This is an optimization exercise on Yosys and OpenROAD, whose aim is small area and a short achievable clock period, not a production implementation.
In this exercise RTL edits were held to simulation tests only and were not proved equivalent to the original.
Power figures rest on the tool's default switching activity, not on a simulated workload.

==> inputs of run M <==
==> flow/design.v (excerpt) <==
module dds_gain_decimator (
  input  logic        clock,
  input  logic        reset,
  input  logic        io_en,
  input  logic [31:0] io_in_value,
  input  logic [15:0] io_gain,
  input  logic [7:0]  io_decim,
  output logic        io_out_valid,
  output logic [31:0] io_out_bits,
  input  logic        io_out_ready,
  output logic [3:0]  io_level,
  output logic [15:0] io_overflow_cnt
);
  logic [31:0] a_q;
  logic [7:0]  bn, bo, bt;
  logic        amin_q, gmin_q;
  logic        v1;
  always_ff @(posedge clock) begin
    a_q <= io_in_value;
    for (int j = 0; j < 8; j++) begin
      bn[j] <= io_gain[2*j+1];
      bo[j] <= io_gain[2*j] ^ ((j == 0) ? 1'b0 : io_gain[2*j-1]);
      bt[j] <= io_gain[2*j+1] ? (!io_gain[2*j] && ((j == 0) ? 1'b1 : !io_gain[2*j-1]))
                              : ( io_gain[2*j] && ((j == 0) ? 1'b0 :  io_gain[2*j-1]));
    end
    amin_q <= (io_in_value == 32'h8000_0000);
    gmin_q <= (io_gain == 16'h8000);
  end
  always_ff @(posedge clock or negedge reset) begin
    if (!reset) v1 <= 1'b0;
    else        v1 <= io_en;
  end
  logic [31:0] a;
  assign a = {a_q[31:1], a_q[0] | (amin_q && gmin_q)};
  wire pp0_0 = ((bo[0] & a[0]) | (bt[0] & 1'b0)) ^ bn[0];
  wire pp0_1 = ((bo[0] & a[1]) | (bt[0] & a[0])) ^ bn[0];
  wire pp0_2 = ((bo[0] & a[2]) | (bt[0] & a[1])) ^ bn[0];
  wire pp0_3 = ((bo[0] & a[3]) | (bt[0] & a[2])) ^ bn[0];
  wire pp0_4 = ((bo[0] & a[4]) | (bt[0] & a[3])) ^ bn[0];
  wire pp0_5 = ((bo[0] & a[5]) | (bt[0] & a[4])) ^ bn[0];
  wire pp0_6 = ((bo[0] & a[6]) | (bt[0] & a[5])) ^ bn[0];
  wire pp0_7 = ((bo[0] & a[7]) | (bt[0] & a[6])) ^ bn[0];
  wire pp0_8 = ((bo[0] & a[8]) | (bt[0] & a[7])) ^ bn[0];
  wire pp0_9 = ((bo[0] & a[9]) | (bt[0] & a[8])) ^ bn[0];
  wire pp0_10 = ((bo[0] & a[10]) | (bt[0] & a[9])) ^ bn[0];
  wire pp0_11 = ((bo[0] & a[11]) | (bt[0] & a[10])) ^ bn[0];
  wire pp0_12 = ((bo[0] & a[12]) | (bt[0] & a[11])) ^ bn[0];
  wire pp0_13 = ((bo[0] & a[13]) | (bt[0] & a[12])) ^ bn[0];
  wire pp0_14 = ((bo[0] & a[14]) | (bt[0] & a[13])) ^ bn[0];
  wire pp0_15 = ((bo[0] & a[15]) | (bt[0] & a[14])) ^ bn[0];
  wire pp0_16 = ((bo[0] & a[16]) | (bt[0] & a[15])) ^ bn[0];
  wire pp0_17 = ((bo[0] & a[17]) | (bt[0] & a[16])) ^ bn[0];
  ...
clock: 8.0 ns
lec_check: 0
cap_margin: 20
core_margin: 2
core_utilization: 65
cts_cluster_diameter: 100
cts_cluster_size: 30
setup_slack_margin: 5.0
slew_margin: 20
run.sh (not shown) runs the stock make flow with config.mk's settings and CLKGATE_MAP_FILE= SYNTH_SCRIPT=/design/flow/synth_recipe.tcl, a recipe that flattens the netlist after the stock synthesis.
==> run H: changes against run M <==
--- a/flow/design.v
+++ b/flow/design.v
@@ -1161,61 +1161,59 @@
   assign cc[45] = sg5_36;
   assign cc[46] = sg5_37;
   logic [31:0] dec, dec_p, dec_c;
   assign dec_p = cp[46:15];
   assign dec_c = cc[46:15];
   assign dec   = dec_p ^ dec_c;
   logic [31:0] h_q;
   logic [31:0] mem [7];
-  logic [6:0]  rd, wr;
   logic [3:0]  level;
   logic        valid, empty, le1, full;
   logic [31:0] m_rd;
-  assign m_rd = (mem[0] & {32{rd[0]}}) | (mem[1] & {32{rd[1]}}) |
-                (mem[2] & {32{rd[2]}}) | (mem[3] & {32{rd[3]}}) |
-                (mem[4] & {32{rd[4]}}) | (mem[5] & {32{rd[5]}}) |
-                (mem[6] & {32{rd[6]}});
+  logic [6:0] rsel;
+  always_comb
+    for (int i = 0; i < 7; i++) rsel[i] = (level == 4'(i + 2));
+  assign m_rd = (mem[0] & {32{rsel[0]}}) | (mem[1] & {32{rsel[1]}}) |
+                (mem[2] & {32{rsel[2]}}) | (mem[3] & {32{rsel[3]}}) |
+                (mem[4] & {32{rsel[4]}}) | (mem[5] & {32{rsel[5]}}) |
+                (mem[6] & {32{rsel[6]}});
   assign empty = !valid;
   logic ready;
   assign ready = io_out_ready;
   logic [3:0] lvl_r, lvl_n, level_nx;
   assign lvl_r = level + {3'd0, dec_valid} - {3'd0, !empty};
   assign lvl_n = level + {3'd0, dec_valid && !full};
   assign level_nx = ready ? lvl_r : lvl_n;
-  logic m_push, m_pop, m_we;
+  logic m_push;
   assign m_push = dec_valid && (ready ? !le1 : (!empty && !full));
-  assign m_pop  = ready && !le1;
-  assign m_we   = ready || !full;
   logic [31:0] h_nx;
   always_comb begin
     for (int i = 0; i < 32; i++) begin
       logic x1, x0;
       x1 = dec_c[i] ? (le1   ? !dec_p[i] : m_rd[i]) : (le1   ? dec_p[i] : m_rd[i]);
       x0 = dec_c[i] ? (empty ? !dec_p[i] : h_q[i])  : (empty ? dec_p[i] : h_q[i]);
       h_nx[i] = ready ? x1 : x0;
     end
   end
   always_ff @(posedge clock) begin
-    for (int i = 0; i < 7; i++)
-      if (m_we && wr[i]) mem[i] <= dec;
+    if (m_push) begin
+      mem[0] <= dec;
+      for (int i = 1; i < 7; i++) mem[i] <= mem[i-1];
+    end
     h_q <= h_nx;
   end
   always_ff @(posedge clock or negedge reset) begin
     if (!reset) begin
-      rd    <= 7'd1;
-      wr    <= 7'd1;
       level <= '0;
       valid <= 1'b0;
       le1   <= 1'b1;
       full  <= 1'b0;
       io_overflow_cnt <= '0;
     end else begin
-      if (m_push) wr <= {wr[5:0], wr[6]};
-      if (m_pop)  rd <= {rd[5:0], rd[6]};
       level <= level_nx;
       valid <= (level_nx != 4'd0);
       le1   <= (level_nx <= 4'd1);
       full  <= (level_nx == 4'd8);
       if (dec_valid && full && !ready && io_overflow_cnt != 16'hFFFF)
         io_overflow_cnt <= io_overflow_cnt + 16'd1;
     end
   end
==> notes <==
- Wire length: run H is higher than run M (1.8%).
- Of run M and run H, run M has the higher count of clock-buffer cells in the layout (gap 3).
- Of run M and run H, run H has the higher global-route usage (gap 0.55 points).
- In via count, run M and run H hardly differ.
- Worst hold slack: run M is better than run H (0.062 ns).
==> figures <==
| quantity | run M | run H |
|---|---|---|
| Simple-gate share of the synthesized area | 4.36% | 4.66% |
| Startpoint Class | flop | primary input |
| Combinational gate power | 6.72 mW | 6.28 mW |
| Area of the mapped netlist | 0.0278 mm² | 0.0273 mm² |
| Parity-gate share of the synthesized area counting xor and xnor cells | 22.0% | 22.7% |
| Buffering stage count on the worst path with inverters included | 0 | 3 |
| Headroom to the max-slew limit | 39.8% | 29.9% |
| Type of the worst setup path | flop to flop | primary input to flop |
| Outcome | finished clean | finished clean |
| Crit path capture | h_q[31]$_DFFE_PP_ | mem[2][5]$_DFFE_PP_ |
| Compound-cell area share of the yosys netlist | 13.7% | 13.5% |

-- static timing again, ports no longer ideal --
How much do the figures lean on ideal ports? The routed layouts below were timed once more, with nothing changed but the port constraints. Step 1 sets driving cells, clkbuf_16 on the clock port and buf_2 on the other inputs (assumed; they add their load-dependent delay and slew). Step 2 times the ports against the registers' clock, not the clock port: input delays grow and output delays shrink by t, the midpoint of the rising clock arrivals with the driver on. Three values: no drivers, after step 1, after step 2; two values: the first two.
run | t, ns | slack for setup (ns) | worst setup path after step 2 | latest minus earliest clock arrival (ns) | worst register clock-pin slew, ns
run M | 0.618 | 5.033 / 5.004 / 4.536 | input to register | 0.033 / 0.032 | 0.11 / 0.11
run H | 0.605 | 4.959 / 4.974 / 4.380 | input to register | 0.027 / 0.027 | 0.11 / 0.11
After both steps every run listed still meets setup and hold. The setup slack of run H, which loses most, moves by +0.015 ns with the drivers and by -0.579 ns with both steps.
